This design comes from an exercise in tuning for small area, a short achievable clock period and few clock cycles per item on the open sky130 flow, not from production work.
Power and IR drop assume default switching activity.

## middle
==> flow/design.v <==
package dmx_pkg;
    localparam int NUM_PE = 16;
    localparam int LANE_W = 16;
    localparam int CNT_W  = 8;
    localparam int SEL_W  = $clog2(NUM_PE);
    typedef enum logic [2:0] {
        PROC_IDLE = 3'd0,
        PROC_MXV  = 3'd1,
        PROC_MTXV = 3'd2,
        PROC_VXV  = 3'd3
    } proc_e;
    typedef logic [NUM_PE-1:0][LANE_W-1:0] lane_vec_t;
    typedef struct packed {
        proc_e            proc;
        logic [CNT_W-1:0] cnt0;
        logic [CNT_W-1:0] cnt1;
        logic [CNT_W-1:0] cnt2;
    } dmx_cfg_t;
    typedef struct packed {
        logic valid;
        logic last;
        logic bcast;
    } beat_tag_t;
endpackage
module dmx_loop_cnt (
    input  logic     clk,
    input  logic     load_i,
    input  logic     accept_i,
    input  dmx_pkg::dmx_cfg_t lim_i,
    input  logic [2:0] lim_z_i,
    output logic     rep_last_o,
    output logic     beat_last_o
);
    logic [dmx_pkg::CNT_W-1:0] cnt0;
    logic [dmx_pkg::CNT_W-1:0] cnt1;
    logic [dmx_pkg::CNT_W-1:0] cnt2;
    logic [dmx_pkg::CNT_W-1:0] rld0;
    logic [dmx_pkg::CNT_W-1:0] rld1;
    logic rld0_z, rld1_z;
    logic z0, z1, z2;
    always_ff @(posedge clk) begin
        if (load_i) begin
            cnt0   <= lim_i.cnt0;
            cnt1   <= lim_i.cnt1;
            cnt2   <= lim_i.cnt2;
            rld0   <= lim_i.cnt0;
            rld1   <= lim_i.cnt1;
            rld0_z <= lim_z_i[0];
            rld1_z <= lim_z_i[1];
            z0     <= lim_z_i[0];
            z1     <= lim_z_i[1];
            z2     <= lim_z_i[2];
        end else if (accept_i) begin
            if (z0) begin
                cnt0 <= rld0;
                z0   <= rld0_z;
                if (z1) begin
                    cnt1 <= rld1;
                    z1   <= rld1_z;
                    cnt2 <= cnt2 - 1'b1;
                    z2   <= (cnt2 == 8'd1);
                end else begin
                    cnt1 <= cnt1 - 1'b1;
                    z1   <= (cnt1 == 8'd1);
                end
            end else begin
                cnt0 <= cnt0 - 1'b1;
                z0   <= (cnt0 == 8'd1);
            end
        end
    end
    assign rep_last_o  = z0;
    assign beat_last_o = z0 && z1 && z2;
endmodule
module dmx_ctrl (
    input  logic      clk,
    input  logic      rstn,
    input  logic      cfg_valid_i,
    input  dmx_pkg::dmx_cfg_t  cfg_i,
    output logic      cfg_ready_o,
    input  logic      dram_empty_i,
    input  logic      smem_empty_i,
    input  logic      out_free_i,
    input  logic      ready_i,
    input  logic      valid_i,
    input  logic      rep_last_i,
    input  logic      beat_last_i,
    output logic      load_o,
    output logic      accept_o,
    output logic      dram_pop_o,
    output logic      smem_pop_o,
    output logic      bcast_o,
    output dmx_pkg::dmx_cfg_t  nxt_cfg_o,
    output logic [2:0] nxt_z_o
);
    logic     nxt_v;
    logic     nxt_bc;
    logic [2:0] nxt_z;
    dmx_pkg::dmx_cfg_t nxt_cfg;
    logic     cur_v;
    logic     cur_bc;
    logic     cfg_take;
    logic     cur_free;
    assign cfg_ready_o = !nxt_v;
    assign cfg_take    = cfg_valid_i && !nxt_v;
    dmx_pop u_smem_pop (
        .go_i      (cur_v),
        .a_empty_i (smem_empty_i),
        .b_empty_i (dram_empty_i),
        .ready_i   (ready_i),
        .valid_i   (valid_i),
        .pop_o     (smem_pop_o)
    );
    dmx_pop u_dram_pop (
        .go_i      (cur_v && rep_last_i),
        .a_empty_i (smem_empty_i),
        .b_empty_i (dram_empty_i),
        .ready_i   (ready_i),
        .valid_i   (valid_i),
        .pop_o     (dram_pop_o)
    );
    assign accept_o = smem_pop_o;
    assign cur_free = !cur_v || (accept_o && beat_last_i);
    assign load_o   = nxt_v && cur_free;
    always_ff @(posedge clk) begin
        if (!rstn) begin
            nxt_v <= 1'b0;
        end else if (cfg_take) begin
            nxt_v <= (cfg_i.proc != dmx_pkg::PROC_IDLE);
        end else if (load_o) begin
            nxt_v <= 1'b0;
        end
    end
    always_ff @(posedge clk) begin
        if (cfg_take) begin
            nxt_cfg <= cfg_i;
            nxt_bc  <= (cfg_i.proc == dmx_pkg::PROC_MXV) || (cfg_i.proc == dmx_pkg::PROC_VXV);
            nxt_z   <= {cfg_i.cnt2 == '0, cfg_i.cnt1 == '0, cfg_i.cnt0 == '0};
        end
    end
    always_ff @(posedge clk) begin
        if (!rstn) begin
            cur_v <= 1'b0;
        end else if (cur_free) begin
            cur_v <= nxt_v;
        end
    end
    always_ff @(posedge clk) begin
        if (load_o) begin
            cur_bc <= nxt_bc;
        end
    end
    assign bcast_o   = cur_bc;
    assign nxt_cfg_o = nxt_cfg;
    assign nxt_z_o   = nxt_z;
endmodule
module dmx_pop (
    input  logic go_i,
    input  logic a_empty_i,
    input  logic b_empty_i,
    input  logic ready_i,
    input  logic valid_i,
    output logic pop_o
);
    assign pop_o = go_i && !a_empty_i && !b_empty_i && (ready_i || !valid_i);
endmodule
module dmx_datapath (
    input  logic             clk,
    input  logic             rstn,
    input  logic             ready_i,
    input  logic             accept_i,
    input  logic             bcast_i,
    input  dmx_pkg::lane_vec_t        dram_data_i,
    input  dmx_pkg::lane_vec_t        smem_data_i,
    input  logic [dmx_pkg::SEL_W-1:0] smem_sel_i,
    output dmx_pkg::lane_vec_t        dout_weight_o,
    output dmx_pkg::lane_vec_t        dout_act_o,
    output logic             valid_o,
    output logic             out_free_o
);
    logic                       valid_q;
    dmx_pkg::lane_vec_t         w_q;
    dmx_pkg::lane_vec_t         a_q;
    logic [dmx_pkg::LANE_W-1:0] bc_lane;
    logic [dmx_pkg::NUM_PE*dmx_pkg::LANE_W-1:0] smem_flat;
    assign smem_flat  = smem_data_i;
    assign bc_lane    = smem_flat[smem_sel_i*dmx_pkg::LANE_W +: dmx_pkg::LANE_W];
    assign out_free_o = !valid_q || ready_i;
    always_ff @(posedge clk) begin
        if (!rstn) begin
            valid_q <= 1'b0;
        end else if (out_free_o) begin
            valid_q <= accept_i;
        end
    end
    logic                       ld;
    logic                       ld_uni;
    logic                       hold;
    logic [dmx_pkg::LANE_W-1:0] ld_bc_lane;
    logic [dmx_pkg::NUM_PE*dmx_pkg::LANE_W-1:0] dram_flat;
    logic [dmx_pkg::NUM_PE*dmx_pkg::LANE_W-1:0] w_flat;
    logic [dmx_pkg::NUM_PE*dmx_pkg::LANE_W-1:0] a_flat;
    assign dram_flat = dram_data_i;
    assign w_q       = w_flat;
    assign a_q       = a_flat;
    assign ld         = out_free_o;
    assign hold       = !out_free_o;
    assign ld_uni     = out_free_o && !bcast_i;
    assign ld_bc_lane = bc_lane & {dmx_pkg::LANE_W{out_free_o && bcast_i}};
    for (genvar l = 0; l < dmx_pkg::NUM_PE; l++) begin : g_lane
        dmx_lane_reg u_w (
            .clk    (clk),
            .d_i    (dram_flat[l*dmx_pkg::LANE_W +: dmx_pkg::LANE_W]),
            .ld_i   (ld),
            .hold_i (hold),
            .q_o    (w_flat[l*dmx_pkg::LANE_W +: dmx_pkg::LANE_W])
        );
        dmx_act_reg u_a (
            .clk    (clk),
            .d_i    (smem_flat[l*dmx_pkg::LANE_W +: dmx_pkg::LANE_W]),
            .bc_i   (ld_bc_lane),
            .ld_i   (ld_uni),
            .hold_i (hold),
            .q_o    (a_flat[l*dmx_pkg::LANE_W +: dmx_pkg::LANE_W])
        );
    end
    assign dout_weight_o = w_q;
    assign dout_act_o    = a_q;
    assign valid_o       = valid_q;
endmodule
module dmx_lane_reg (
    input  logic                       clk,
    input  logic [dmx_pkg::LANE_W-1:0] d_i,
    input  logic                       ld_i,
    input  logic                       hold_i,
    output logic [dmx_pkg::LANE_W-1:0] q_o
);
    always_ff @(posedge clk) begin
        q_o <= (d_i & {dmx_pkg::LANE_W{ld_i}}) | (q_o & {dmx_pkg::LANE_W{hold_i}});
    end
endmodule
module dmx_act_reg (
    input  logic                       clk,
    input  logic [dmx_pkg::LANE_W-1:0] d_i,
    input  logic [dmx_pkg::LANE_W-1:0] bc_i,
    input  logic                       ld_i,
    input  logic                       hold_i,
    output logic [dmx_pkg::LANE_W-1:0] q_o
);
    always_ff @(posedge clk) begin
        q_o <= (d_i & {dmx_pkg::LANE_W{ld_i}}) | (q_o & {dmx_pkg::LANE_W{hold_i}}) | bc_i;
    end
endmodule
module ipm_dmx (
    input  logic             clk,
    input  logic             rstn,
    input  logic             cfg_valid_i,
    input  dmx_pkg::dmx_cfg_t         cfg_i,
    output logic             cfg_ready_o,
    input  dmx_pkg::lane_vec_t        dram_data_i,
    input  logic             dram_empty_i,
    output logic             dram_pop_o,
    input  dmx_pkg::lane_vec_t        smem_data_i,
    input  logic [dmx_pkg::SEL_W-1:0] smem_sel_i,
    input  logic             smem_empty_i,
    output logic             smem_pop_o,
    output dmx_pkg::lane_vec_t        dout_weight_o,
    output dmx_pkg::lane_vec_t        dout_act_o,
    output logic             valid_o,
    input  logic             ready_i
);
    logic      accept;
    logic      load;
    logic      rep_last;
    logic      beat_last;
    logic      out_free;
    logic      bcast;
    dmx_pkg::dmx_cfg_t  nxt_cfg;
    logic [2:0] nxt_z;
    dmx_ctrl u_ctrl (
        .clk          (clk),
        .rstn         (rstn),
        .cfg_valid_i  (cfg_valid_i),
        .cfg_i        (cfg_i),
        .cfg_ready_o  (cfg_ready_o),
        .dram_empty_i (dram_empty_i),
        .smem_empty_i (smem_empty_i),
        .out_free_i   (out_free),
        .ready_i      (ready_i),
        .valid_i      (valid_o),
        .rep_last_i   (rep_last),
        .beat_last_i  (beat_last),
        .load_o       (load),
        .accept_o     (accept),
        .dram_pop_o   (dram_pop_o),
        .smem_pop_o   (smem_pop_o),
        .bcast_o      (bcast),
        .nxt_cfg_o    (nxt_cfg),
        .nxt_z_o      (nxt_z)
    );
    dmx_loop_cnt u_loop_cnt (
        .clk         (clk),
        .load_i      (load),
        .accept_i    (accept),
        .lim_i       (nxt_cfg),
        .lim_z_i     (nxt_z),
        .rep_last_o  (rep_last),
        .beat_last_o (beat_last)
    );
    dmx_datapath u_datapath (
        .clk           (clk),
        .rstn          (rstn),
        .ready_i       (ready_i),
        .accept_i      (accept),
        .bcast_i       (bcast),
        .dram_data_i   (dram_data_i),
        .smem_data_i   (smem_data_i),
        .smem_sel_i    (smem_sel_i),
        .dout_weight_o (dout_weight_o),
        .dout_act_o    (dout_act_o),
        .valid_o       (valid_o),
        .out_free_o    (out_free)
    );
endmodule
export LEC_CHECK = 0
export ABC_CLOCK_PERIOD_IN_PS = 2400
export CAP_MARGIN = 20
export CORE_AREA = 5 5 325 325
export DIE_AREA = 0 0 330 330
export SETUP_SLACK_MARGIN = 2.4
export SLEW_MARGIN = 20
export SYNTH_HIERARCHICAL = 1
export SYNTH_MINIMUM_KEEP_SIZE = 0
create_clock -name core_clock -period 5.0 [get_ports {clk}]
standard.sh (not shown) runs the stock make flow with config.mk's settings and CLKGATE_MAP_FILE= SYNTH_SCRIPT=/design/flow/synth_recipe.tcl, a recipe that flattens the netlist after the stock synthesis.
==> flow/flow/run.sh <==
#!/bin/bash
# Standard layout (the standard.sh, unchanged synthesis), with the port
# buffers made from the smallest buffer instead of the resizer's default pick.
set -o pipefail
bash standard.sh BUFFER_PORTS_ARGS="-buffer_cell sky130_fd_sc_hd__buf_1" finish > standard.log 2>&1
## Diff of input files: north against middle
-- flow/design.v --
<<< middle, line 120
        .pop_o     (dram_pop_o)
    );
    assign accept_o = smem_pop_o;
    assign cur_free = !cur_v || (accept_o && beat_last_i);
    assign load_o   = nxt_v && cur_free;
>>> north, line 120
        .pop_o     (dram_pop_o)
    );
    dmx_accept u_accept (
        .go_i      (cur_v),
        .a_empty_i (smem_empty_i),
        .b_empty_i (dram_empty_i),
        .ready_i   (ready_i),
        .valid_i   (valid_i),
        .accept_o  (accept_o)
    );
    assign cur_free = !cur_v || (accept_o && beat_last_i);
    assign load_o   = nxt_v && cur_free;
<<< middle, line 165
    assign pop_o = go_i && !a_empty_i && !b_empty_i && (ready_i || !valid_i);
endmodule
module dmx_datapath (
    input  logic             clk,
>>> north, line 172
    assign pop_o = go_i && !a_empty_i && !b_empty_i && (ready_i || !valid_i);
endmodule
module dmx_accept (
    input  logic go_i,
    input  logic a_empty_i,
    input  logic b_empty_i,
    input  logic ready_i,
    input  logic valid_i,
    output logic accept_o
);
    assign accept_o = go_i && !a_empty_i && !b_empty_i && (ready_i || !valid_i);
endmodule
module dmx_datapath (
    input  logic             clk,
<<< middle, line 182
    dmx_pkg::lane_vec_t         w_q;
    dmx_pkg::lane_vec_t         a_q;
    logic [dmx_pkg::LANE_W-1:0] bc_lane;
    logic [dmx_pkg::NUM_PE*dmx_pkg::LANE_W-1:0] smem_flat;
    assign smem_flat  = smem_data_i;
    assign bc_lane    = smem_flat[smem_sel_i*dmx_pkg::LANE_W +: dmx_pkg::LANE_W];
    assign out_free_o = !valid_q || ready_i;
    always_ff @(posedge clk) begin
>>> north, line 199
    dmx_pkg::lane_vec_t         w_q;
    dmx_pkg::lane_vec_t         a_q;
    logic [dmx_pkg::NUM_PE*dmx_pkg::LANE_W-1:0] smem_flat;
    assign smem_flat  = smem_data_i;
    assign out_free_o = !valid_q || ready_i;
    always_ff @(posedge clk) begin
<<< middle, line 207
    assign hold       = !out_free_o;
    assign ld_uni     = out_free_o && !bcast_i;
    assign ld_bc_lane = bc_lane & {dmx_pkg::LANE_W{out_free_o && bcast_i}};
    for (genvar l = 0; l < dmx_pkg::NUM_PE; l++) begin : g_lane
        dmx_lane_reg u_w (
>>> north, line 222
    assign hold       = !out_free_o;
    assign ld_uni     = out_free_o && !bcast_i;
    logic [dmx_pkg::NUM_PE-1:0] bc_oh;
    dmx_bc_dec u_bc_dec (
        .sel_i  (smem_sel_i),
        .en_i   (out_free_o && bcast_i),
        .oh_o   (bc_oh)
    );
    dmx_bc_sel u_bc_sel (
        .data_i (smem_flat),
        .oh_i   (bc_oh),
        .lane_o (ld_bc_lane)
    );
    for (genvar l = 0; l < dmx_pkg::NUM_PE; l++) begin : g_lane
        dmx_lane_reg u_w (
<<< middle, line 250
    always_ff @(posedge clk) begin
        q_o <= (d_i & {dmx_pkg::LANE_W{ld_i}}) | (q_o & {dmx_pkg::LANE_W{hold_i}}) | bc_i;
    end
endmodule
>>> north, line 275
    always_ff @(posedge clk) begin
        q_o <= (d_i & {dmx_pkg::LANE_W{ld_i}}) | (q_o & {dmx_pkg::LANE_W{hold_i}}) | bc_i;
    end
endmodule
module dmx_bc_dec (
    input  logic [dmx_pkg::SEL_W-1:0]  sel_i,
    input  logic                       en_i,
    output logic [dmx_pkg::NUM_PE-1:0] oh_o
);
    for (genvar k = 0; k < dmx_pkg::NUM_PE; k++) begin : g_oh
        assign oh_o[k] = en_i && (sel_i == k);
    end
endmodule
module dmx_bc_sel (
    input  logic [dmx_pkg::NUM_PE*dmx_pkg::LANE_W-1:0] data_i,
    input  logic [dmx_pkg::NUM_PE-1:0]                 oh_i,
    output logic [dmx_pkg::LANE_W-1:0]                 lane_o
);
    always_comb begin
        lane_o = '0;
        for (int k = 0; k < dmx_pkg::NUM_PE; k++) begin
            lane_o = lane_o | (data_i[k*dmx_pkg::LANE_W +: dmx_pkg::LANE_W]
                               & {dmx_pkg::LANE_W{oh_i[k]}});
        end
    end
endmodule
[summary]
Summary of the comparison: post-synth design cell area is lower in north, relative to middle.
In the metrics for middle and north, the one carrying the higher global-route usage is north.
Count of filler cells inserted in the layout delta for north relative to middle: about 0.43% lower
NOTE multi-input combinational cell count middle->north increased by a little under 10%
Side by side, post-route standard cell area excluding fillers turned out higher in north than in middle.
The launching instance or port of the critical path comes out dram_empty_i in one run and ready_i in the other, namely in middle and north respectively.
Share of total power consumed by net switching: north > middle
Function was not checked in any run of this note: the RTL went through the layout flow alone.

==> separate check: timing with driven ports <==
In the flow no input, the clock included, has a driving cell. The finished layouts below were timed again as built, in two steps. Step 1 (the two cells are an assumption about what drives the block):
set clk [get_ports {clk}]
set_driving_cell -lib_cell sky130_fd_sc_hd__clkbuf_16 $clk
set_driving_cell -lib_cell sky130_fd_sc_hd__buf_2 [delete_from_list [all_inputs] $clk]
Step 2, shift: input delay + t, output delay - t, t = (earliest + latest rising clock arrival at the registers) / 2. This alone moves slack from input paths to output paths. Slacks: ideal / step 1 / step 2; pairs: ideal / step 1.
run	t (ns)	setup slack, ns	latest minus earliest clock arrival (ns)
middle	0.682	2.425 / 2.370 / 1.749	0.035 / 0.034
north	0.695	2.167 / 2.172 / 1.477	0.028 / 0.028
After both steps every run listed still meets setup and hold. The setup slack of north, which loses most, moves by +0.005 ns with the drivers and by -0.690 ns with both steps.
